This design comes from an exercise in tuning for small area, a short achievable clock period and few clock cycles on the open sky130 flow, not from production work. Only simulation tests tie the RTL to the original design; equivalence was not proved. The flow treats the clock pin as an ideal source, which a real chip does not have. Power and IR drop assume default switching activity.

==> flow/design.v <==
`timescale 1ns/1ps
package vde_pkg;
    localparam int MAX_VARS = 64;
    localparam int VAR_W    = $clog2(MAX_VARS) + 1;
    localparam int SLOT_W   = $clog2(MAX_VARS);
    localparam int CNT_W    = 14;
    localparam int DEC_W    = VAR_W + 2;
    typedef enum logic [2:0] {
        OP_INIT     = 3'd0,
        OP_ASSIGN   = 3'd1,
        OP_UNASSIGN = 3'd2,
        OP_BUMP     = 3'd3,
        OP_DECIDE   = 3'd4
    } op_e;
endpackage
`timescale 1ns/1ps
module cmd_intake #(
    parameter int CAP = 4
) (
    input  logic                       clk,
    input  logic                       reset,
    input  logic                       cmd_valid,
    input  logic [2:0]                 cmd_op,
    input  logic [vde_pkg::VAR_W-1:0]  cmd_var,
    input  logic                       cmd_value,
    output logic                       cmd_ready,
    input  logic                       tok_win,
    output logic                       hold,
    input  logic                       dec_pop,
    output logic                       c_valid,
    output logic [2:0]                 c_op,
    output logic [vde_pkg::VAR_W-1:0]  c_var,
    output logic                       c_value,
    output logic [vde_pkg::VAR_W-1:0]  r_var,
    output logic                       adv
);
    localparam int NW = $clog2(CAP + 1);
    localparam int CW = 3 + vde_pkg::VAR_W + 1;
    logic          take, take_dec, done, c_free;
    logic [NW-1:0] pending, pending_nx;
    logic          ready_q, hold_q;
    logic          vc, vr, vc_nx, vr_nx;
    logic [CW-1:0] dc, dr, din;
    logic [2:0]    op_nx;
    logic          hold_nx;
    assign din       = {cmd_op, cmd_var, cmd_value};
    assign cmd_ready = ready_q;
    assign hold      = hold_q;
    assign take      = cmd_valid && ready_q;
    assign take_dec  = take && (cmd_op == vde_pkg::OP_DECIDE);
    assign c_valid   = vc;
    assign {c_op, c_var, c_value} = dc;
    assign r_var     = dr[vde_pkg::VAR_W:1];
    assign done   = vc && !hold_q;
    assign c_free = !vc || done;
    assign adv    = c_free && vr;
    always_comb begin
        pending_nx = pending;
        if (take_dec && !dec_pop) pending_nx = pending + 1'b1;
        if (!take_dec && dec_pop) pending_nx = pending - 1'b1;
    end
    assign vc_nx = c_free ? vr : 1'b1;
    assign vr_nx = adv || !vr ? take : 1'b1;
    assign op_nx = adv ? dr[CW-1 -: 3] : dc[CW-1 -: 3];
    assign hold_nx = vc_nx && tok_win &&
                     (op_nx == vde_pkg::OP_INIT || op_nx == vde_pkg::OP_BUMP);
    always_ff @(posedge clk or posedge reset) begin
        if (reset) begin
            vc      <= 1'b0;
            vr      <= 1'b0;
            pending <= '0;
            hold_q  <= 1'b0;
            ready_q <= 1'b1;
        end else begin
            vc      <= vc_nx;
            vr      <= vr_nx;
            pending <= pending_nx;
            hold_q  <= hold_nx;
            ready_q <= !(hold_nx && vr_nx) && (pending_nx < NW'(CAP));
        end
    end
    always_ff @(posedge clk) begin
        if (adv) dc <= dr;
        if (adv || !vr) dr <= din;
    end
endmodule
`timescale 1ns/1ps
module heap_store #(
    parameter int PH_DLY = 2
) (
    input  logic                       clk,
    input  logic                       reset,
    input  logic                       c_valid,
    input  logic [2:0]                 c_op,
    input  logic [vde_pkg::VAR_W-1:0]  c_var,
    input  logic                       c_value,
    input  logic                       hold,
    input  logic [vde_pkg::VAR_W-1:0]  r_var,
    input  logic                       adv,
    output logic                       c_decide,
    output logic                       c_none,
    output logic [vde_pkg::MAX_VARS*vde_pkg::CNT_W-1:0] cnt_flat,
    output logic [vde_pkg::MAX_VARS-1:0] free_flat,
    output logic [vde_pkg::MAX_VARS-1:0] phase_flat
);
    localparam int N  = vde_pkg::MAX_VARS;
    localparam int CW = vde_pkg::CNT_W;
    localparam int SW = vde_pkg::SLOT_W;
    logic [CW-1:0]              cnt   [N];
    logic [N-1:0]               asg;
    logic [N-1:0]               phase;
    logic [vde_pkg::VAR_W-1:0]  count;
    logic [vde_pkg::VAR_W-1:0]  init_count;
    logic [SW-1:0]              slot;
    logic                       in_range, go;
    logic                       do_init, do_assign, do_unassign, do_bump;
    logic [CW-1:0]              bumped;
    assign go          = c_valid && !hold;
    assign slot        = c_var[SW-1:0];
    assign in_range    = (c_var != '0) && (c_var <= count);
    assign init_count  = (c_var == '0 || c_var > vde_pkg::VAR_W'(N)) ? '0 : c_var;
    assign do_init     = go && (c_op == vde_pkg::OP_INIT);
    assign do_assign   = go && (c_op == vde_pkg::OP_ASSIGN)   && in_range;
    assign do_unassign = go && (c_op == vde_pkg::OP_UNASSIGN) && in_range;
    assign do_bump     = go && (c_op == vde_pkg::OP_BUMP)     && in_range;
    assign c_decide    = go && (c_op == vde_pkg::OP_DECIDE);
    assign c_none      = (count == '0);
    logic [SW-1:0] r_slot;
    logic [CW-1:0] rd_q;
    assign r_slot = r_var[SW-1:0];
    always_ff @(posedge clk) begin
        if (adv) begin
            if (do_init)                        rd_q <= '0;
            else if (do_bump && slot == r_slot) rd_q <= bumped;
            else                                rd_q <= cnt[r_slot];
        end
    end
    assign bumped      = rd_q + 1'b1;
    always_ff @(posedge clk or posedge reset) begin
        if (reset) begin
            count <= '0;
        end else if (do_init) begin
            count <= init_count;
        end
    end
    logic [CW-1:0] cnt_wd;
    logic [N-1:0]  cnt_we, asg_we, asg_wd, hit;
    assign cnt_wd = bumped & {CW{!do_init}};
    always_comb begin
        for (int s = 0; s < N; s++) begin
            hit[s]    = (slot == s);
            cnt_we[s] = do_init || (do_bump && hit[s]);
            asg_we[s] = do_init || ((do_assign || do_unassign) && hit[s]);
            asg_wd[s] = do_init ? (((s == 0) ? N : s) > init_count) : do_assign;
        end
    end
    always_ff @(posedge clk) begin
        for (int s = 0; s < N; s++) begin
            if (cnt_we[s]) cnt[s] <= cnt_wd;
            if (asg_we[s]) asg[s] <= asg_wd[s];
        end
    end
    logic [PH_DLY:0]   ph_clr, ph_we;
    logic [SW-1:0]     ph_slot [PH_DLY+1];
    logic [PH_DLY:0]   ph_val;
    assign ph_clr[0]  = do_init;
    assign ph_we[0]   = do_assign;
    assign ph_slot[0] = slot;
    assign ph_val[0]  = c_value;
    generate
        if (PH_DLY > 0) begin : g_dly
            always_ff @(posedge clk or posedge reset) begin
                if (reset) begin
                    ph_clr[PH_DLY:1] <= '0;
                    ph_we[PH_DLY:1]  <= '0;
                end else begin
                    ph_clr[PH_DLY:1] <= ph_clr[PH_DLY-1:0];
                    ph_we[PH_DLY:1]  <= ph_we[PH_DLY-1:0];
                end
            end
            always_ff @(posedge clk) begin
                for (int i = 1; i <= PH_DLY; i++) ph_slot[i] <= ph_slot[i-1];
                ph_val[PH_DLY:1] <= ph_val[PH_DLY-1:0];
            end
        end
    endgenerate
    logic ph_wd;
    assign ph_wd = ph_val[PH_DLY] && !ph_clr[PH_DLY];
    always_ff @(posedge clk) begin
        for (int s = 0; s < N; s++) begin
            if (ph_clr[PH_DLY] || (ph_we[PH_DLY] && ph_slot[PH_DLY] == s)) phase[s] <= ph_wd;
        end
    end
    always_comb begin
        for (int s = 0; s < N; s++) begin
            cnt_flat[s*CW +: CW] = cnt[s];
        end
    end
    assign free_flat  = ~asg;
    assign phase_flat = phase;
endmodule
`timescale 1ns/1ps
module heap_engine #(
    parameter int          NS      = 3,
    parameter logic [31:0] SPLIT   = {4'd0, 4'd0, 4'd0, 4'd0, 4'd0, 4'd4, 4'd5, 4'd5},
    parameter bit          ENC_SEP = 1'b0
) (
    input  logic                       clk,
    input  logic                       reset,
    input  logic                       c_decide,
    input  logic                       c_none,
    output logic                       tok_win,
    input  logic [vde_pkg::MAX_VARS*vde_pkg::CNT_W-1:0] cnt_flat,
    input  logic [vde_pkg::MAX_VARS-1:0] free_flat,
    input  logic [vde_pkg::MAX_VARS-1:0] phase_flat,
    output logic                       push,
    output logic [vde_pkg::DEC_W-1:0]  result_w
);
    localparam int N  = vde_pkg::MAX_VARS;
    localparam int CW = vde_pkg::CNT_W;
    localparam int VW = vde_pkg::VAR_W;
    localparam int P  = ENC_SEP ? NS : NS - 1;    
    function automatic int hi_bit(input int s);
        hi_bit = CW - 1;
        for (int i = 0; i < s; i++) hi_bit = hi_bit - int'(SPLIT[4*i +: 4]);
    endfunction
    logic [N-1:0] col [CW];
    logic [N-1:0] free_l, phase_l;
    genvar j, b;
    generate
        for (j = 0; j < N; j++) begin : g_leaf
            assign free_l[j]  = free_flat[(j+1)%N];
            assign phase_l[j] = phase_flat[(j+1)%N];
            for (b = 0; b < CW; b++) begin : g_bit
                assign col[b][j] = cnt_flat[((j+1)%N)*CW + b];
            end
        end
    endgenerate
    logic [P:0] tok, none;
    assign tok[0]  = c_decide;
    assign none[0] = c_none;
    generate
        if (P > 0) begin : g_tok
            always_ff @(posedge clk or posedge reset) begin
                if (reset) tok[P:1] <= '0;
                else       tok[P:1] <= tok[P-1:0];
            end
            always_ff @(posedge clk) none[P:1] <= none[P-1:0];
        end
        if (NS > 2) begin : g_win
            assign tok_win = |tok[NS-3:0];
        end else begin : g_nowin
            assign tok_win = 1'b0;
        end
    endgenerate
    logic [N-1:0] alive [P+1];
    assign alive[0] = free_l;
    genvar s;
    generate
        for (s = 0; s < NS; s++) begin : g_stage
            localparam int HI = hi_bit(s);
            localparam int NB = int'(SPLIT[4*s +: 4]);
            logic [N-1:0] a_out;
            always_comb begin
                logic [N-1:0] a, g1, g0;
                logic         h1, h11, h01, h0;
                a = alive[s];
                for (int k = 0; k + 1 < NB; k += 2) begin
                    g1  = a & col[HI-k];
                    h1  = |g1;
                    h11 = |(g1 & col[HI-k-1]);
                    h01 = |(a & col[HI-k-1]);
                    h0  = h1 ? h11 : h01;
                    a   = a & (col[HI-k] | {N{!h1}}) & (col[HI-k-1] | {N{!h0}});
                end
                if (NB % 2 == 1) begin
                    g1 = a & col[HI-NB+1];
                    if (|g1) a = g1;
                end
                a_out = a;
            end
            if (s + 1 <= P) begin : g_reg
                logic [N-1:0] q;
                always_ff @(posedge clk) q <= a_out;
                assign alive[s+1] = q;
            end else begin : g_last
                logic [N-1:0] fin;
                assign fin = a_out;
            end
        end
    endgenerate
    logic [N-1:0] fin;
    generate
        if (ENC_SEP) begin : g_fin_reg
            assign fin = alive[P];
        end else begin : g_fin_comb
            assign fin = g_stage[NS-1].g_last.fin;
        end
    endgenerate
    localparam int LV = vde_pkg::SLOT_W;
    logic [N*(VW+2)-1:0] pk [LV+1];    
    generate
        for (j = 0; j < N; j++) begin : g_pk0
            assign pk[0][j*(VW+2) +: VW+2] = {fin[j], VW'(j+1), phase_l[j]};
        end
        genvar l, k;
        for (l = 1; l <= LV; l++) begin : g_pkl
            for (k = 0; k < (N >> l); k++) begin : g_pkn
                logic [VW+1:0] lo, hi;
                assign lo = pk[l-1][(2*k)*(VW+2) +: VW+2];
                assign hi = pk[l-1][(2*k+1)*(VW+2) +: VW+2];
                assign pk[l][k*(VW+2) +: VW+2] = lo[VW+1] ? lo : {hi[VW+1], hi[VW:0]};
            end
            assign pk[l][N*(VW+2)-1 : (N>>l)*(VW+2)] = '0;
        end
    endgenerate
    logic [VW+1:0] root;
    logic          res_empty;
    assign root      = pk[LV][VW+1:0];
    assign res_empty = none[P] || !root[VW+1];
    assign push      = tok[P];
    assign result_w  = res_empty ? {VW'(0), 1'b0, 1'b1} : {root[VW:1], root[0], 1'b0};
endmodule
`timescale 1ns/1ps
module decision_fifo #(
    parameter int CAP = 4
) (
    input  logic                       clk,
    input  logic                       reset,
    input  logic                       push,
    input  logic [vde_pkg::DEC_W-1:0]  din,
    output logic                       pop,
    output logic                       dec_valid,
    output logic [vde_pkg::VAR_W-1:0]  dec_var,
    output logic                       dec_phase,
    output logic                       dec_empty,
    input  logic                       dec_ready
);
    logic [vde_pkg::DEC_W-1:0] slots [CAP];
    logic [CAP-1:0]            full;
    assign pop       = full[0] && dec_ready;
    assign dec_valid = full[0];
    assign dec_var   = slots[0][vde_pkg::DEC_W-1:2];
    assign dec_phase = slots[0][1];
    assign dec_empty = slots[0][0];
    always_ff @(posedge clk or posedge reset) begin
        if (reset) begin
            full <= '0;
        end else begin
            for (int i = 0; i < CAP; i++) begin
                logic cur, nxt, prv;
                cur = full[i];
                nxt = (i + 1 < CAP) ? full[(i + 1) % CAP] : 1'b0;
                prv = (i > 0) ? full[(i + CAP - 1) % CAP] : 1'b1;
                if (pop) full[i] <= nxt || (push && cur);
                else     full[i] <= cur || (push && prv);
            end
        end
    end
    always_ff @(posedge clk) begin
        for (int i = 0; i < CAP; i++) begin
            logic cur, nxt, prv;
            cur = full[i];
            nxt = (i + 1 < CAP) ? full[(i + 1) % CAP] : 1'b0;
            prv = (i > 0) ? full[(i + CAP - 1) % CAP] : 1'b1;
            if (pop) begin
                if (nxt) slots[i] <= slots[(i + 1) % CAP];
                else if (push && cur) slots[i] <= din;
            end else if (push && !cur && prv) begin
                slots[i] <= din;
            end
        end
    end
endmodule
`timescale 1ns/1ps
module vde_top (
    input  logic                       clk,
    input  logic                       reset,
    input  logic                       cmd_valid,
    input  logic [2:0]                 cmd_op,
    input  logic [vde_pkg::VAR_W-1:0]  cmd_var,
    input  logic                       cmd_value,
    output logic                       cmd_ready,
    output logic                       dec_valid,
    output logic [vde_pkg::VAR_W-1:0]  dec_var,
    output logic                       dec_phase,
    output logic                       dec_empty,
    input  logic                       dec_ready,
    output logic                       busy
);
    localparam int          NS      = 5;
    localparam logic [31:0] SPLIT   = {4'd0, 4'd0, 4'd0, 4'd2, 4'd3, 4'd3, 4'd3, 4'd3};
    localparam bit          ENC_SEP = 1'b0;
    localparam int          P       = ENC_SEP ? NS : NS - 1;
    localparam int          CAP     = 4;
    logic                      c_valid, c_value, c_decide, c_none, tok_win, hold;
    logic [2:0]                c_op;
    logic [vde_pkg::VAR_W-1:0] c_var, r_var;
    logic                      adv;
    logic [vde_pkg::MAX_VARS*vde_pkg::CNT_W-1:0] cnt_flat;
    logic [vde_pkg::MAX_VARS-1:0] free_flat, phase_flat;
    logic                      dec_push, dec_pop;
    logic [vde_pkg::DEC_W-1:0] dec_data;
    assign busy = 1'b0;
    cmd_intake #(.CAP(CAP)) u_intake (
        .clk       (clk),
        .reset     (reset),
        .cmd_valid (cmd_valid),
        .cmd_op    (cmd_op),
        .cmd_var   (cmd_var),
        .cmd_value (cmd_value),
        .cmd_ready (cmd_ready),
        .tok_win   (tok_win),
        .hold      (hold),
        .dec_pop   (dec_pop),
        .c_valid   (c_valid),
        .c_op      (c_op),
        .c_var     (c_var),
        .c_value   (c_value),
        .r_var     (r_var),
        .adv       (adv)
    );
    heap_store #(.PH_DLY(P)) u_store (
        .clk        (clk),
        .reset      (reset),
        .c_valid    (c_valid),
        .c_op       (c_op),
        .c_var      (c_var),
        .c_value    (c_value),
        .hold       (hold),
        .r_var      (r_var),
        .adv        (adv),
        .c_decide   (c_decide),
        .c_none     (c_none),
        .cnt_flat   (cnt_flat),
        .free_flat  (free_flat),
        .phase_flat (phase_flat)
    );
    heap_engine #(.NS(NS), .SPLIT(SPLIT), .ENC_SEP(ENC_SEP)) u_engine (
        .clk        (clk),
        .reset      (reset),
        .c_decide   (c_decide),
        .c_none     (c_none),
        .tok_win    (tok_win),
        .cnt_flat   (cnt_flat),
        .free_flat  (free_flat),
        .phase_flat (phase_flat),
        .push       (dec_push),
        .result_w   (dec_data)
    );
    decision_fifo #(.CAP(CAP)) u_fifo (
        .clk       (clk),
        .reset     (reset),
        .push      (dec_push),
        .din       (dec_data),
        .pop       (dec_pop),
        .dec_valid (dec_valid),
        .dec_var   (dec_var),
        .dec_phase (dec_phase),
        .dec_empty (dec_empty),
        .dec_ready (dec_ready)
    );
endmodule
==> flow/flow/run.sh <==
#!/bin/bash
# Standard layout, with timing repair asked to leave SETUP_MARGIN ns of
# setup slack beyond the design's clock period, and buf_4 cells as the port
# buffers. The synthesis is the standard one, unchanged. Each step's full
# output goes to a log of its own here.
set -euo pipefail
SETUP_MARGIN=11.4
bash standard.sh synth > synth.log 2>&1
bash standard.sh SETUP_SLACK_MARGIN=$SETUP_MARGIN \
    "BUFFER_PORTS_ARGS=-buffer_cell sky130_fd_sc_hd__buf_4" finish > layout.log 2>&1
==> flow/standard.sh <==
#!/bin/bash
# synth_recipe.tcl (not shown) runs the flow's synth.tcl, then flattens the netlist and writes it again
# the make line also repeats each setting of config.mk as NAME=value (left out here)
make -C /OpenROAD-flow-scripts/flow DESIGN_CONFIG=/design/flow/config.mk WORK_HOME=/design/flow/orfs CLKGATE_MAP_FILE= SYNTH_SCRIPT=/design/flow/synth_recipe.tcl "${@:-finish}"
==> flow/config.mk <==
export PLATFORM = sky130hd
export DESIGN_NAME = vde_top
export DESIGN_NICKNAME = vde_top
export VERILOG_FILES = /design/flow/design.v
export SDC_FILE = /design/flow/constraint.sdc
export NUM_CORES = 8
export LEC_CHECK = 0
export CAP_MARGIN = 20
export CORE_MARGIN = 2
export CORE_UTILIZATION = 35
export CTS_CLUSTER_DIAMETER = 150
export CTS_CLUSTER_SIZE = 20
export PLACE_DENSITY = 0.47
export SLEW_MARGIN = 20
==> flow/constraint.sdc <==
create_clock -name core_clock -period 16.0 [get_ports {clk}]
set_input_delay 3.2000 -clock core_clock [delete_from_list [all_inputs] [get_ports {clk}]]
set_output_delay 3.2000 -clock core_clock [all_outputs]
set_load 0.01 [all_outputs]
==> results of run 1 <==
## layout by cell type (no fill, tap or decap), types with 68 or more instances in the layout
master     instances
edfxtp_1        1096
a22oi_1          516
nand3_1          346
buf_4            301
dfxtp_1          274
o21a_1           238
nand4_1          212
nand2_1          207
o21ai_0          204
nor2_1           193
o221a_2          183
a22o_1           140
inv_1            131
a221oi_1         115
nand2b_1          93
clkbuf_16         88
a21oi_1           68
## worst paths after layout
path,startpoint,to,cells past startpoint
max,u_store.asg[44],u_engine.g_stage[0].g_reg.q[31],13
min,u_store.ph_slot[1][0],u_store.ph_slot[2][0],0
max reg2reg,u_store.asg[44],u_engine.g_stage[0].g_reg.q[31],13
min reg2reg,u_store.ph_slot[1][0],u_store.ph_slot[2][0],0
max in group asynchronous,reset,u_intake.ready_q,3
min in group asynchronous,reset,u_store.count[1],3
## logic make-up (layout without fill, tap and decap cells)
family                   Yosys count  after routing  share of synthesized area, %
AND/OR/NAND/NOR                 1449           1454                         11.71
multiplexers                      53             53                        0.8444
other                              1             25                      0.005818
buffers and inverters            380            653                         2.368
adder cells (fa/ha/maj)           12             12                        0.2329
flip-flops                      1414           1414                         61.17
XOR/XNOR                          20             20                        0.2718
AO/OA/AOI/OAI                   1954           1954                         23.40
## what timing repair did
action                                  in CTS  in global routing
endpoints found under the setup margin     525                803
pin swaps                                   24                 52
setup buffers                               42                 81
gates cloned                                11                 12
gates resized for setup                    197                106
## power by group
group / leakage, µW / switching, µW / internal [µW]
clock: 0.00112 / 1380 / 968
sequential: 0.0127 / 276 / 4380
combinational: 0.0112 / 1420 / 501
## metrics by stage
step                hold slack [ns]  util, %
floorplan                    0.3096        -
global placement             0.3102    37.81
detailed placement           0.3121    37.85
CTS                          0.3307    39.90
global route                 0.3349    40.62
finish                       0.3297    40.65
## per-layer routing
metal	track usage (%)	part of all wire (%)	vias to the layer above
li1	-	-	22091
met1	58.50	37	30765
met2	65.70	41	5877
met3	15.54	13	1717
met4	34.44	9.6	24
met5	0	0.034	-
## cell type report
type / count / area (µm²)
tap: 2464 / 3083
antenna: 24 / 60.06
clock inverter: 8 / 136.4
fill: 17586 / 108700
clock buffer: 141 / 2231
timing repair buffer: 371 / 3382
multi-input combinational: 3494 / 25580
inverter: 133 / 501.7
sequential: 1414 / 39450
## sequential cells by signal, summed over array words and instances (netlist names), 7 cells and up
signal                    count
u_engine.g_stage.g_reg.q    256
u_fifo.slots                 36
u_intake.dc                  11
u_intake.dr                  11
u_store.asg                  64
u_store.cnt                 896
u_store.count                 7
u_store.ph_slot              24
u_store.phase                64
u_store.rd_q                 14
==> reports/metrics.cfg, run 1 <==
[timing]
fin_ws_ns = 11.22
post-route-period-util_pct = 29.86
fin_crit_ns = 4.778
hold_viol = 0
fmax_mhz = 209.3
skew_ns = 0.05893
rsz0062_at_grt = yes
tns_ns = 0
setup_violations = 0
slew_headroom_pct = 19.93
worstMarginPinSlew_ns = 1.200
drv_slew = 0

[critical_path]
crit_family = simple AND/OR/NAND/NOR gates
cp-end-kind = register
cp_max_fo = 64
critPathKind = reg2reg
crit_slowest_cell = edfxtp_1
worst_setup_path_start_kind = register
reg2reg_slack_ns = 11.22
crit_arrival_ns = 5.42
cpMostUsedCell = nand4_1
cpPeakStageDelay_ns = 0.62
required_ns = 16.64
crit_buf_inv = 2
path_cells = nand2b_1, o2111ai_1, nor4_1, nand4_1, mux2i_4, buf_12, nor2_1, nor3_1, a22oi_1, nand4_1, buf_4, or3_2, a21oi_1

[clock_network]
tritoncts = yes
cts_buffer_depth = 3
clk-insertion-delay-late_ns = 0.81
cts-root-buf = clkbuf_16
cts_buffers = 80
cts.hold.buffers_added = 0
clkSinkCount = 1414
cts.clk_slew.worst_paths_ns = 0.09
cts_htree_levels = 3

[synth]
synth.distinct_cells = 89
syn_inst = 5283
yosys_warnings = 10
synth_edf_count = 1096
async_flop_share_pct = 2.122
synth_area_um2 = 64460
ys_top_cells_by_count = edfxtp_1, a22oi_1, nand3_1
syn_area_per_cell_um2 = 12.20
synthFlopType = edfxtp_1
syn_nets = 5310
synth-seq-area-share_pct = 61.17
yosys.area.top_type = edfxtp_1
ys_ff_latch = 1414
synth_top_cells_by_area = edfxtp_1, dfxtp_1, a22oi_1
yosys.area.top_type_share_pct = 51.06
synth_most_common_cell = edfxtp_1

[routing]
wirelength_mm = 449.7
first_pass_iters = 7
via_count = 60474
wl_per_cell_um = 55.87
initialDrtViolationCount = 12902
vias_per_cell = 7.513
drc = 0
drtAntennaViolNets = 0

[finish]
layout.nets = 5521
area_growth_pct = 15.47
drive_above_1_share_pct = 18.14
final_cells = 8049
stdcell_area_um2 = 74430

[floorplanning]
die_x_um = 433.1
coreArea_um2 = 183100
fp-row-count = 157
die_area_um2 = 187600
pin_count = 27
dieHeight_um = 433.1
start_util_pct = 35.21

[power_and_ir_drop]
ir_drop_mv = 0.09799
leakage_uw = 0.02508
p_per_area_nw_per_um2 = 119.8
power_uw = 8919

[placed_design]
gp_congestion = 1.075
portBuffers = 25
dp_cells = 7730
place_ws_ns = 9.800
place_area_um2 = 69290
dpl.hpwl_mm = 315.3

[global_route]
antenna_found_initial = 38
grt_pass1_vias = 54620
track_usage_pct = 46.37
overflow = 0
grt_pass1_wl_mm = 566.0
grt_max_degree = 66

[run]
drv_cap = 0

[run_status]
status = complete, no violations

[worst_hold_path]
hold_class = reg2reg

Testbench counts, summed over its fixed seeds: cycles 57,168.
==> run 2: changes to the inputs <==
--- a/flow/design.v
+++ b/flow/design.v
@@ -71,5 +71,5 @@
             pending <= '0;
             hold_q  <= 1'b0;
-            ready_q <= 1'b1;
+            ready_q <= 1'b0;
         end else begin
             vc      <= vc_nx;
@@ -358,6 +358,15 @@
         end
     end
+    logic s0_next, s0_hold, s0_din;
+    assign s0_next = pop && full[1];
+    assign s0_hold = full[0] && !pop;
+    assign s0_din  = !s0_next && !s0_hold;
     always_ff @(posedge clk) begin
-        for (int i = 0; i < CAP; i++) begin
+        slots[0] <= ({vde_pkg::DEC_W{s0_next}} & slots[1]) |
+                    ({vde_pkg::DEC_W{s0_hold}} & slots[0]) |
+                    ({vde_pkg::DEC_W{s0_din}}  & din);
+    end
+    always_ff @(posedge clk) begin
+        for (int i = 1; i < CAP; i++) begin
             logic cur, nxt, prv;
             cur = full[i];
==> reports/metrics.cfg, run 2 <==
[timing]
fin_crit_ns = 4.767  ; was 4.778 ns
skew_ns = 0.04310  ; was 0.05893 ns
fmax_mhz = 209.8  ; was 209.3 MHz
rsz0062_at_grt = no  ; was yes
setup_violations = 0  ; unchanged
tns_ns = 0  ; unchanged
fin_ws_ns = 11.23  ; was 11.22 ns
worstMarginPinSlew_ns = 1.237  ; was 1.200 ns
slew_headroom_pct = 17.48  ; was 19.93%
hold_viol = 0  ; unchanged
drv_slew = 0  ; unchanged
post-route-period-util_pct = 29.79  ; was 29.86%

[clock_network]
cts_buffers = 80  ; unchanged
cts-root-buf = clkbuf_16  ; unchanged
clkSinkCount = 1414  ; unchanged
tritoncts = yes  ; unchanged
cts_htree_levels = 3  ; unchanged
cts_buffer_depth = 3  ; unchanged
clk-insertion-delay-late_ns = 0.82  ; was 0.81 ns
cts.clk_slew.worst_paths_ns = 0.10  ; was 0.09 ns

[floorplanning]
die_x_um = 432.8  ; was 433.1 µm
start_util_pct = 35.19  ; was 35.21%
fp-row-count = 157  ; unchanged
dieHeight_um = 432.8  ; was 433.1 µm
die_area_um2 = 187300  ; was 187600 µm²
coreArea_um2 = 182900  ; was 183100 µm²
pin_count = 27  ; unchanged

[synth]
ys_top_cells_by_count = edfxtp_1, a22oi_1, nand3_1  ; unchanged
yosys_warnings = 10  ; unchanged
synth-seq-area-share_pct = 61.12  ; was 61.17%
yosys.area_share.simple_pct = 11.37  ; was 11.71%
synth.distinct_cells = 86  ; was 89
synthFlopType = edfxtp_1  ; unchanged
ys_ff_latch = 1414  ; unchanged
synth_mux_area_share_pct = 0.6590  ; was 0.8444%
synth_compound_area_share_pct = 23.60  ; was 23.40%
synth_xor_xnor_area_share_pct = 0.2722  ; was 0.2718%
synth_most_common_cell = edfxtp_1  ; unchanged
yosys.area.top_type = edfxtp_1  ; unchanged
syn_area_per_cell_um2 = 12.24  ; was 12.20 µm²
synth_top_family_by_area = compound AO/OA/AOI/OAI gates  ; unchanged
synth_edf_count = 1087  ; was 1096
syn_nets = 5287  ; was 5310
yosys.area.top_type_share_pct = 50.72  ; was 51.06%
synth_area_um2 = 64360  ; was 64460 µm²
syn_inst = 5260  ; was 5283
synth_top_cells_by_area = edfxtp_1, dfxtp_1, a22oi_1  ; unchanged
synthAdderAreaFrac_pct = 0.2333  ; was 0.2329%
async_flop_share_pct = 2.122  ; unchanged

[run]
drv_cap = 0  ; unchanged

[finish]
stdcell_area_um2 = 74690  ; was 74430 µm²
area_growth_pct = 16.04  ; was 15.47%
largest_register_ffs = 896  ; unchanged
final_common_cell = edfxtp_1  ; unchanged
top_register = u_store.cnt  ; unchanged
reg.largest.list = u_store.cnt: 896 flops, u_engine.g_stage.g_reg.q: 256 flops  ; unchanged
final_cells = 8085  ; was 8049
mostFrequentLayoutCells = edfxtp_1, a22oi_1, nand3_1  ; unchanged
drive_above_1_share_pct = 18.93  ; was 18.14%
layout.nets = 5561  ; was 5521

[run_status]
status = complete, no violations  ; unchanged

[critical_path]
cp_max_fo = 16  ; was 64
worst_setup_path_start_kind = register  ; unchanged
critPathKind = reg2reg  ; unchanged
crit_arrival_ns = 5.31  ; was 5.42 ns
required_ns = 16.55  ; was 16.64 ns
cp-end-kind = register  ; unchanged

[routing]
wl_per_cell_um = 55.70  ; was 55.87 µm
first_pass_iters = 7  ; unchanged
drc = 0  ; unchanged
initialDrtViolationCount = 11978  ; was 12902
via_count = 60623  ; was 60474
drtAntennaViolNets = 0  ; unchanged
vias_per_cell = 7.498  ; was 7.513
wirelength_mm = 450.3  ; was 449.7 mm

[power_and_ir_drop]
leakage_uw = 0.02535  ; was 0.02508 µW
p_per_area_nw_per_um2 = 120.3  ; was 119.8 nW/µm²
ir_drop_mv = 0.08329  ; was 0.09799 mV

[global_route]
grt_pass1_wl_mm = 568.6  ; was 566.0 mm
overflow = 0  ; unchanged
grt_pass1_vias = 54705  ; was 54620
antenna_found_initial = 47  ; was 38
track_usage_pct = 46.63  ; was 46.37%
grt_max_degree = 83  ; was 66

[placed_design]
portBuffers = 25  ; unchanged
place_ws_ns = 9.556  ; was 9.800 ns
place_area_um2 = 69230  ; was 69290 µm²
dpl.hpwl_mm = 325.4  ; was 315.3 mm
dp_cells = 7718  ; was 7730
gp_congestion = 1.103  ; was 1.075

[worst_hold_path]
hold_class = reg2reg  ; unchanged

-- run 2: cell types whose count changed in the layout (fill, tap and decap cells not counted), sizes merged, moves of 18 or more --
cell / previous run / this run
inv: 136 / 179
nor2b: 46 / 28
nand2b: 93 / 18
a22o: 141 / 193
nor2: 273 / 298
nand3: 349 / 412
a221oi: 138 / 197
a22oi: 538 / 466
nand3b: 51 / 6
or4: 28 / 76
nand2: 208 / 187
o2111ai: 23 / 2
a2111oi: 29 / 69
buf: 356 / 417
-- run 2: critical path, stage by stage (launching register included) --
cell      delay [ns]
edfxtp_1        0.65
nand2b_1        0.97
nor2_2          0.16
a22o_1          0.24
a221oi_1        0.95
nand4_1         0.54
or4_1           0.77
mux2i_1         0.19
nor2_1          0.06
-- run 2: area by class of cell --
type	count	area, µm²
fillers	17408	108200
flip-flops and latches	1414	39350
multi-input cells	3435	25320
repair buffers	427	3851
well taps	2464	3083
clock buffers	141	2231
inverters	176	660.6
clock inverters	8	140.1
diodes	20	50.05
-- run 2: cell families (layout without fill, tap and decap cells) --
| kind of cell | count (synthesis) | count (layout) |
|---|---|---|
| XOR/XNOR | 20 | 20 |
| AND/OR/NAND/NOR | 1409 | 1414 |
| multiplexers | 41 | 41 |
| buffers and inverters | 418 | 752 |
| other | 1 | 21 |
| AO/OA/AOI/OAI | 1945 | 1947 |
| adder cells (fa/ha/maj) | 12 | 12 |
| flip-flops | 1414 | 1414 |
-- run 2: final timing paths --
| kind | slack, ns | to | from | cells past startpoint |
|---|---|---|---|---|
| max in group asynchronous | 13.18 | u_store.ph_clr[4] | reset | 3 |
| max | 11.23 | u_store.rd_q[1] | u_intake.dr[6] | 8 |
| min in group asynchronous | 2.48 | u_intake.pending[1] | reset | 3 |
| min reg2reg | 0.32 | u_store.ph_slot[2][0] | u_store.ph_slot[1][0] | 0 |
| min | 0.32 | u_store.ph_slot[2][0] | u_store.ph_slot[1][0] | 0 |
| max reg2reg | 11.23 | u_store.rd_q[1] | u_intake.dr[6] | 8 |
-- run 2: repair_timing --
action,in CTS,in global routing
endpoints found under the setup margin,1150,880
hold buffers,0,0
pin swaps,48,27
gates resized for setup,168,118
gates cloned,11,3
setup buffers,110,71
-- run 2: metal layers --
layer | global-route usage, % | up-vias | share of wire, %
met1 | 59.26 | 30949 | 37
met2 | 64.74 | 5741 | 40
met5 | 0 | - | 0.049
met3 | 15.15 | 1636 | 13
li1 | - | 22267 | -
met4 | 37.11 | 30 | 10
-- run 2: power breakdown --
group / leakage, µW / internal (µW) / switching (µW) / total [µW]
Combinational: 0.0115 / 493 / 1420 / 1920
Clock: 0.00112 / 970 / 1370 / 2340
Sequential: 0.0127 / 4410 / 320 / 4730
-- run 2: through the flow --
| step | hold slack, ns | power [µW] | util, % |
|---|---|---|---|
| 3_5_place_dp | 0.3121 | 6347 | 37.85 |
| 4_1_cts | 0.3286 | 8802 | 40.19 |
| 3_3_place_gp | 0.3096 | 6354 | 37.81 |
| 6_report | 0.3246 | 8988 | 40.84 |
| 5_1_grt | 0.3353 | 9126 | 40.82 |
| 2_1_floorplan | 0.3096 | 5477 | - |
Testbench counts of run 2, summed over its fixed seeds: cycles 57,168.
==> run 3: changes to the inputs <==
==> flow/flow/run.sh (replaced) <==
#!/bin/bash
# Standard layout, with two changes to how timing repair works: it is asked
# to leave SETUP_MARGIN ns of setup slack beyond the design's clock period,
# and (rc_scale.tcl, run before CTS and before global routing) it estimates
# wires with the platform's per-layer RC scaled up, to leave room for what
# detailed routing adds. Port buffers are buf_4 cells. The synthesis is the
# standard one, unchanged. Each step's full output goes to a log here.
set -euo pipefail
SETUP_MARGIN=11.4
HERE=$(pwd)
bash standard.sh synth > synth.log 2>&1
bash standard.sh SETUP_SLACK_MARGIN=$SETUP_MARGIN \
    "BUFFER_PORTS_ARGS=-buffer_cell sky130_fd_sc_hd__buf_4" \
    PRE_CTS_TCL=$HERE/flow/rc_scale.tcl PRE_GLOBAL_ROUTE_TCL=$HERE/flow/rc_scale.tcl \
    finish > layout.log 2>&1
==> flow/flow/rc_scale.tcl (new file) <==
# Pessimistic wire parasitics for timing repair: the platform's per-layer
# values scaled by 1.15, so that repair leaves room for what detailed routing adds.
set rc_scale 1.15
foreach {layer c r} {li1 1.499e-04 7.176e-02 met1 1.72375E-04 8.929e-04 met2 1.36233E-04 8.929e-04 met3 2.14962E-04 1.567e-04 met4 1.48128E-04 1.567e-04 met5 1.54087E-04 1.781e-05} {
  set_layer_rc -layer $layer -capacitance [expr {$c * $rc_scale}] -resistance [expr {$r * $rc_scale}]
}
set_wire_rc -signal -layer met1
set_wire_rc -clock -layer met3
==> reports/metrics.cfg, run 3 <==
[floorplanning]
dieHeight_um = 432.8  ; unchanged
pin_count = 27  ; unchanged
coreArea_um2 = 182900  ; unchanged
die_x_um = 432.8  ; unchanged
start_util_pct = 35.19  ; unchanged
die_area_um2 = 187300  ; unchanged
fp-row-count = 157  ; unchanged

[power_and_ir_drop]
ir_drop_mv = 0.08403  ; was 0.08329 mV
power.share.sequential_pct = 51.8  ; was 52.6%
p_clk_share_pct = 25.7  ; was 26.1%
combPwrFrac_pct = 22.4  ; was 21.3%
p_int_uw = 5950  ; was 5873 µW
p_per_area_nw_per_um2 = 119.5  ; was 120.3 nW/µm²
leakage_uw = 0.02603  ; was 0.02535 µW
sw_frac_of_total_pct = 34.66  ; about the same
switchingPower_uw = 3157  ; was 3116 µW
power_uw = 9107  ; was 8988 µW

[routing]
wl_per_cell_um = 55.43  ; was 55.70 µm
drtAntennaViolNets = 0  ; unchanged
drc = 0  ; unchanged
initialDrtViolationCount = 11652  ; was 11978
via_count = 61171  ; was 60623
first_pass_iters = 7  ; unchanged
vias_per_cell = 7.485  ; was 7.498
wirelength_mm = 452.9  ; was 450.3 mm

[timing]
setup_violations = 0  ; unchanged
fin_crit_ns = 4.568  ; was 4.767 ns
tns_ns = 0  ; unchanged
slew_headroom_pct = 22.97  ; was 17.48%
rsz0062_at_grt = yes  ; was no
hold_viol = 0  ; unchanged
fmax_mhz = 218.9  ; was 209.8 MHz
drv_slew = 0  ; unchanged
worstMarginPinSlew_ns = 1.145  ; was 1.237 ns
post-route-period-util_pct = 28.55  ; was 29.79%
skew_ns = 0.04883  ; was 0.04310 ns
worst_hold_slack_ns = 0.3221  ; was 0.3246 ns

[finish]
area_growth_pct = 18.43  ; was 16.04%
top_register = u_store.cnt  ; unchanged
final_common_cell = edfxtp_1  ; unchanged
final_cells = 8172  ; was 8085
drive_above_1_share_pct = 21.72  ; was 18.93%
reg.largest.list = u_store.cnt: 896 flops, u_engine.g_stage.g_reg.q: 256 flops  ; unchanged
fin_util_pct = 41.68  ; was 40.84%
mostFrequentLayoutCells = edfxtp_1, a22oi_1, buf_4  ; was edfxtp_1, a22oi_1, nand3_1
layout.nets = 5647  ; was 5561
largest_register_ffs = 896  ; unchanged

[global_route]
met3_usage_pct = 16.37  ; was 15.15%
track_usage_pct = 46.77  ; was 46.63%
grt_pass1_vias = 55096  ; was 54705
overflow = 0  ; unchanged
grt.met2_usage_pct = 64.57  ; was 64.74%
grt_max_degree = 83  ; unchanged
busiest_layer = met2  ; unchanged
grt_pass1_wl_mm = 570.6  ; was 568.6 mm
use_met1_pct = 58.75  ; was 59.26%
antenna_found_initial = 45  ; was 47

[synth]
syn_inst = 5260  ; unchanged
syn_area_per_cell_um2 = 12.24  ; unchanged
yosys_warnings = 10  ; unchanged
ys_top_cells_by_count = edfxtp_1, a22oi_1, nand3_1  ; unchanged
yosys.area.top_type_share_pct = 50.72  ; unchanged
synth_area_um2 = 64360  ; unchanged
synth-seq-area-share_pct = 61.12  ; unchanged
synth_edf_count = 1087  ; unchanged
syn_nets = 5287  ; unchanged
synth.distinct_cells = 86  ; unchanged
async_flop_share_pct = 2.122  ; unchanged
synth_top_cells_by_area = edfxtp_1, dfxtp_1, a22oi_1  ; unchanged
yosys.area.top_type = edfxtp_1  ; unchanged
ys_ff_latch = 1414  ; unchanged
synth_most_common_cell = edfxtp_1  ; unchanged
synthFlopType = edfxtp_1  ; unchanged

[worst_hold_path]
min-delay-start = u_store.ph_slot[1][0]  ; unchanged
hold_class = reg2reg  ; unchanged

[critical_path]
endpoint = u_engine.g_stage[0].g_reg.q[14]  ; was u_store.rd_q[1]
crit_buf_inv = 6  ; was 0
r2r-end = u_engine.g_stage[0].g_reg.q[14]  ; was u_store.rd_q[1]
path_cells = inv_1, a22o_1, a221oi_2, and4_1, nand4_1, or3_4, mux2i_4, buf_4, clkbuf_16, nor2_1, or4_1, nand4_1, nor4_2, nand4_4, buf_12, clkbuf_16, a2111oi_1, buf_4  ; was nand2b_1, nor2_2, a22o_1, a221oi_1, nand4_1, or4_1, mux2i_1, nor2_1
r2r_start = u_store.asg[45]  ; was u_intake.dr[6]
cp.depth = 18  ; was 8
crit_family = simple AND/OR/NAND/NOR gates  ; unchanged
worst_setup_path_start_kind = register  ; unchanged
r2r_cells = 18  ; was 8
critPathKind = reg2reg  ; unchanged
crit_slowest_cell = or4_1  ; was nand2b_1
cpPeakStageDelay_ns = 0.51  ; was 0.97 ns
reg2reg_slack_ns = 11.43  ; was 11.23 ns
cp_max_fo = 23  ; was 16
critPathLaunch = u_store.asg[45]  ; was u_intake.dr[6]
crit_arrival_ns = 5.28  ; was 5.31 ns
required_ns = 16.71  ; was 16.55 ns
cp-end-kind = register  ; unchanged

[placed_design]
portBuffers = 25  ; unchanged
gp_congestion = 1.103  ; unchanged
dp_cells = 7718  ; unchanged
dpl.hpwl_mm = 325.4  ; unchanged

[clock_network]
clk-insertion-delay-late_ns = 0.82  ; about the same
cts.clk_slew.worst_paths_ns = 0.10  ; about the same
clkSinkCount = 1414  ; unchanged
tritoncts = yes  ; unchanged
cts_buffers = 80  ; unchanged

[run]
drv_cap = 0  ; unchanged

[run_status]
status = complete, no violations  ; unchanged

[run 3: cell counts after synthesis]
Identical to the previous run, type by type.
[run 3: worst min-delay path by stage]
stage	to	slack (ns)	cells after the start
2_1_floorplan	u_engine.none[2]	0.31	0
3_3_place_gp	u_store.ph_val[2]	0.31	0
3_5_place_dp	u_store.ph_slot[4][0]	0.31	0
4_1_cts	u_store.ph_slot[2][0]	0.33	0
5_1_grt	u_store.ph_slot[2][0]	0.34	0
6_report	u_store.ph_slot[2][0]	0.32	0
[run 3: area by class of cell]
type / instances / area [µm²]
clock buffers: 141 / 2231
fillers: 17271 / 106700
multi-input cells: 3436 / 25890
inverters: 176 / 660.6
well taps: 2464 / 3083
repair buffers: 512 / 4796
flip-flops and latches: 1414 / 39370
clock inverters: 8 / 140.1
diodes: 21 / 52.55
[run 3: kinds of logic (layout without fill, tap and decap cells)]
group / Yosys count / after routing / share of synthesized area, %
compound gates: 1945 / 1947 / 23.60
flops: 1414 / 1414 / 61.12
simple gates: 1409 / 1415 / 11.37
buf+inv: 418 / 837 / 2.739
mux: 41 / 41 / 0.6591
xor+xnor: 20 / 20 / 0.2722
fa+ha+maj: 12 / 12 / 0.2333
other cells: 1 / 22 / 0.005827
[run 3: timing repair]
item                        CTS  global route
hold buffers                  0             0
gates cloned                 11            11
pin swaps                    64            49
buffers inserted            143           117
setup endpoints to repair  1194           878
resized for setup           264           191
[run 3: power by group through the flow]
stage          registers (µW)  logic (µW)  clock network [µW]
2_1_floorplan            4620         856                   0
3_3_place_gp             4800        1550                   0
3_5_place_dp             4790        1550                   0
4_1_cts                  4730        1910                2450
5_1_grt                  4750        2200                2570
6_report                 4720        2040                2340
[run 3: stage by stage]
stage	setup WS (ns)	cell area, µm²
after floorplan	11.57	64360
after global placement	9.548	69150
after detailed placement	9.556	69230
after CTS	11.39	74120
after global routing	11.34	76170
final	11.43	76220
[run 3: layer usage]
layer  routed length [µm]  share of wire, %  up-vias
met2               179900                40     5921
li1                     -                 -    22453
met3                59180                13     1728
met5                  161             0.036        -
met1               166500                37    31045
met4                47250                10       24

static timing again, ports no longer ideal:
No port has a modelled driver above. Below, the same layouts with a new extraction and two added sets of constraints.
Step 1 (the two cells are an assumption about what drives the block):
set clk [get_ports {clk}]
set_driving_cell -lib_cell sky130_fd_sc_hd__clkbuf_16 $clk
set_driving_cell -lib_cell sky130_fd_sc_hd__buf_2 [delete_from_list [all_inputs] $clk]
Step 2 times the ports against the registers' clock, not the clock port: input delays grow and output delays shrink by t, the midpoint of the rising clock arrivals with the driver on.
a / b / c = ideal ports / drivers / drivers and shift; a / b = the first two.
run | t (ns) | slack for setup (ns) | worst hold slack (ns) | worst register clock-pin slew, ns | cell pins on the clock port's net
run 1 | 0.877 | 11.222 / 11.222 / 11.018 | 0.330 / 0.330 / 0.330 | 0.11 / 0.11 | 1
run 2 | 0.878 | 11.233 / 11.233 / 10.989 | 0.325 / 0.325 / 0.325 | 0.12 / 0.12 | 1
run 3 | 0.882 | 11.432 / 11.389 / 10.981 | 0.322 / 0.322 / 0.322 | 0.12 / 0.12 | 1
After both steps setup and hold are still met in every run listed. For run 3, which loses most, drivers alone change the setup slack by -0.043 ns; drivers and shift together by -0.451 ns.
